This is an optimization exercise on Yosys and OpenROAD, whose aim is small area and a short achievable clock period, not a production implementation. No driver is modelled on the clock port, so clocking that relies on it looks cheaper here than on a real chip. Power and IR drop assume default switching activity.

## old
## mult_28_pipe
module mult_28_pipe #(
    parameter int          LOGQ  = 28,
    parameter int unsigned PRIME = 32'h0FFF_0001,
    parameter int          TAGW  = 8
) (
    input  logic                CLK,
    input  logic                RSTN,
    input  logic                EN,
    input  logic                IN_VALID,
    input  logic [LOGQ-1:0]     A,
    input  logic [LOGQ-1:0]     B,
    input  logic [TAGW-1:0]     IN_TAG,
    output logic                OUT_VALID,
    output logic [2*LOGQ-1:0]   PROD,
    output logic [TAGW-1:0]     OUT_TAG,
    output logic                BUSY,
    output logic                RANGE_ERR
);
export LEC_CHECK = 0
export ABC_AREA = 1
export CAP_MARGIN = 20
export CORE_MARGIN = 2
export CORE_UTILIZATION = 40
export SETUP_SLACK_MARGIN = 3.25
export SLEW_MARGIN = 20
create_clock -name core_clock -period 6.5 [get_ports {CLK}]
standard.sh (not shown) runs the stock make flow with config.mk's settings and CLKGATE_MAP_FILE= SYNTH_SCRIPT=/design/flow/synth_recipe.tcl, a recipe that flattens the netlist after the stock synthesis.
==> flow/flow/run.sh <==
#!/bin/bash
set -euo pipefail
here=$(pwd)
# Modified copy of ORFS's synth.tcl
# The design is flattened only after extract_fa, which runs on the top module
# alone: the final carry-propagate adder (module mult_28_pipe_cpa) stays plain
# logic for ABC instead of ending in full-adder cells.
sed -e 's/synth -top $::env(DESIGN_NAME) -run fine: {\*}$synth_full_args/synth -top $::env(DESIGN_NAME) -run fine: -noabc {*}$synth_full_args/' \
    -e 's/^  synth -flatten -run :fine {\*}$synth_full_args/  synth -run :fine {*}$synth_full_args/' \
    -e 's/^  extract_fa {\*}\[dont_use_extract_fa_args\]$/  extract_fa {*}[dont_use_extract_fa_args] $::env(DESIGN_NAME)\n  flatten/' \
    "$FLOW_HOME/scripts/synth.tcl" > "$here/flow_synth.tcl"
grep -q -- '-run fine: -noabc' "$here/flow_synth.tcl"
grep -q -- '^  synth -run :fine' "$here/flow_synth.tcl"
grep -q -- 'dont_use_extract_fa_args\] $::env(DESIGN_NAME)' "$here/flow_synth.tcl"
# synth_recipe.tcl with the modified synth.tcl in place of ORFS's
sed "s#source \$::env(SCRIPTS_DIR)/synth.tcl#source $here/flow_synth.tcl#" \
    "$here/synth_recipe.tcl" > "$here/flow_synth_recipe.tcl"
grep -q "flow_synth.tcl" "$here/flow_synth_recipe.tcl"
# The platform's don't-use cells plus the weakest gate sizes (*_0, the same
# area as *_1) and the low-power clock inverters.
DONT_USE="sky130_fd_sc_hd__a2111oi_0 sky130_fd_sc_hd__a21boi_0 sky130_fd_sc_hd__and2_0 sky130_fd_sc_hd__o21ai_0 sky130_fd_sc_hd__o311ai_0 sky130_fd_sc_hd__or2_0 sky130_fd_sc_hd__clkinvlp_2 sky130_fd_sc_hd__clkinvlp_4 sky130_fd_sc_hd__probe_p_8 sky130_fd_sc_hd__probec_p_8 sky130_fd_sc_hd__lpflow_bleeder_1 sky130_fd_sc_hd__lpflow_clkbufkapwr_1 sky130_fd_sc_hd__lpflow_clkbufkapwr_16 sky130_fd_sc_hd__lpflow_clkbufkapwr_2 sky130_fd_sc_hd__lpflow_clkbufkapwr_4 sky130_fd_sc_hd__lpflow_clkbufkapwr_8 sky130_fd_sc_hd__lpflow_clkinvkapwr_1 sky130_fd_sc_hd__lpflow_clkinvkapwr_16 sky130_fd_sc_hd__lpflow_clkinvkapwr_2 sky130_fd_sc_hd__lpflow_clkinvkapwr_4 sky130_fd_sc_hd__lpflow_clkinvkapwr_8 sky130_fd_sc_hd__lpflow_decapkapwr_12 sky130_fd_sc_hd__lpflow_decapkapwr_3 sky130_fd_sc_hd__lpflow_decapkapwr_4 sky130_fd_sc_hd__lpflow_decapkapwr_6 sky130_fd_sc_hd__lpflow_decapkapwr_8 sky130_fd_sc_hd__lpflow_inputiso0n_1 sky130_fd_sc_hd__lpflow_inputiso0p_1 sky130_fd_sc_hd__lpflow_inputiso1n_1 sky130_fd_sc_hd__lpflow_inputiso1p_1 sky130_fd_sc_hd__lpflow_inputisolatch_1 sky130_fd_sc_hd__lpflow_isobufsrc_1 sky130_fd_sc_hd__lpflow_isobufsrc_16 sky130_fd_sc_hd__lpflow_isobufsrc_2 sky130_fd_sc_hd__lpflow_isobufsrc_4 sky130_fd_sc_hd__lpflow_isobufsrc_8 sky130_fd_sc_hd__lpflow_isobufsrckapwr_16 sky130_fd_sc_hd__lpflow_lsbuf_lh_hl_isowell_tap_1 sky130_fd_sc_hd__lpflow_lsbuf_lh_hl_isowell_tap_2 sky130_fd_sc_hd__lpflow_lsbuf_lh_hl_isowell_tap_4 sky130_fd_sc_hd__lpflow_lsbuf_lh_isowell_4 sky130_fd_sc_hd__lpflow_lsbuf_lh_isowell_tap_1 sky130_fd_sc_hd__lpflow_lsbuf_lh_isowell_tap_2 sky130_fd_sc_hd__lpflow_lsbuf_lh_isowell_tap_4"
# standard.sh with that synthesis script
sed -e "s#SYNTH_SCRIPT=$here/synth_recipe.tcl#SYNTH_SCRIPT=$here/flow_synth_recipe.tcl#" \
    -e "s#CLKGATE_MAP_FILE= #CLKGATE_MAP_FILE= MATCH_CELL_FOOTPRINT=0 DONT_USE_CELLS='$DONT_USE' #" \
    "$here/standard.sh" > "$here/flow_standard.sh"
grep -q "flow_synth_recipe.tcl" "$here/flow_standard.sh"
grep -q "MATCH_CELL_FOOTPRINT=0" "$here/flow_standard.sh"
export BUFFER_PORTS_ARGS="-buffer_cell sky130_fd_sc_hd__buf_1"
export CTS_ARGS="-sink_clustering_enable -repair_clock_nets -dont_use_dummy_load -buf_list {sky130_fd_sc_hd__clkbuf_4}"
bash "$here/flow_standard.sh" cts > "$here/flow_make_cts.log" 2>&1
RES="$here/orfs/results/sky130hd/mult_28_pipe/base" PLATFORM_DIR="$FLOW_HOME/platforms/sky130hd" \
SKEW_CELL2=sky130_fd_sc_hd__clkdlybuf4s18_1 SKEW_CELL3=sky130_fd_sc_hd__clkdlybuf4s50_1 \
    openroad -no_init -exit "$here/flow/skew.tcl" > "$here/flow_skew.log" 2>&1
bash "$here/flow_standard.sh" > "$here/flow_make.log" 2>&1
Other scripts of this flow, unchanged in this note and not shown: flow/flow/skew.tcl
old reached the final stage; the timing, DRC and antenna checks on its layout passed.
The inputs of new differ from those of old as listed below.
Settings: a change of SETUP_SLACK_MARGIN from 3.25 to 3.35.
[summary]
Against old, new reports a setup slack that is higher. Delta (new minus old): share of power burned in combinational logic went up; average routed wire per standard cell did not really move; total power went up; number of gates resized after CTS went up. new finished end to end and its layout was clean on timing, DRC and antenna. old -> new: ratio of total power to cell area increased slightly. From old to new the numbers moved as follows: count of filler cells inserted in the layout about even, total number of vias rose about 0.5%, data required time at the worst endpoint fell 0.05 ns, met3 track demand over resource about even, minimum period implied by the final worst setup slack fell 0.040 ns.
Function was not checked in any run of this note: the RTL went through the layout flow alone.

[port drivers added, routing unchanged]
No port has a modelled driver above. Below, the same layouts with a new extraction and two added sets of constraints.
Step 1 sets driving cells, clkbuf_16 on the clock port and buf_2 on the other inputs (assumed; they add their load-dependent delay and slew).
Step 2, shift: input delay + t, output delay - t, t = (earliest + latest rising clock arrival at the registers) / 2. This alone moves slack from input paths to output paths.
Slacks: no drivers / after step 1 / after step 2; pairs: no drivers / after step 1.
run | t, ns | slack for setup (ns) | hold WS [ns] | latest minus earliest clock arrival (ns) | slew at the worst register clock pin (ns)
old | 1.085 | 3.343 / 3.335 / 2.816 | 0.253 / 0.253 / 0.253 | 0.521 / 0.520 | 0.08 / 0.08
new | 1.085 | 3.383 / 3.334 / 2.827 | 0.254 / 0.254 / 0.254 | 0.519 / 0.519 | 0.08 / 0.08
In old and new the clock reaches the registers at very different times; t lies between them, and the last value is a rough guide only. For new, which loses most, drivers alone change the setup slack by -0.049 ns; drivers and shift together by -0.556 ns.
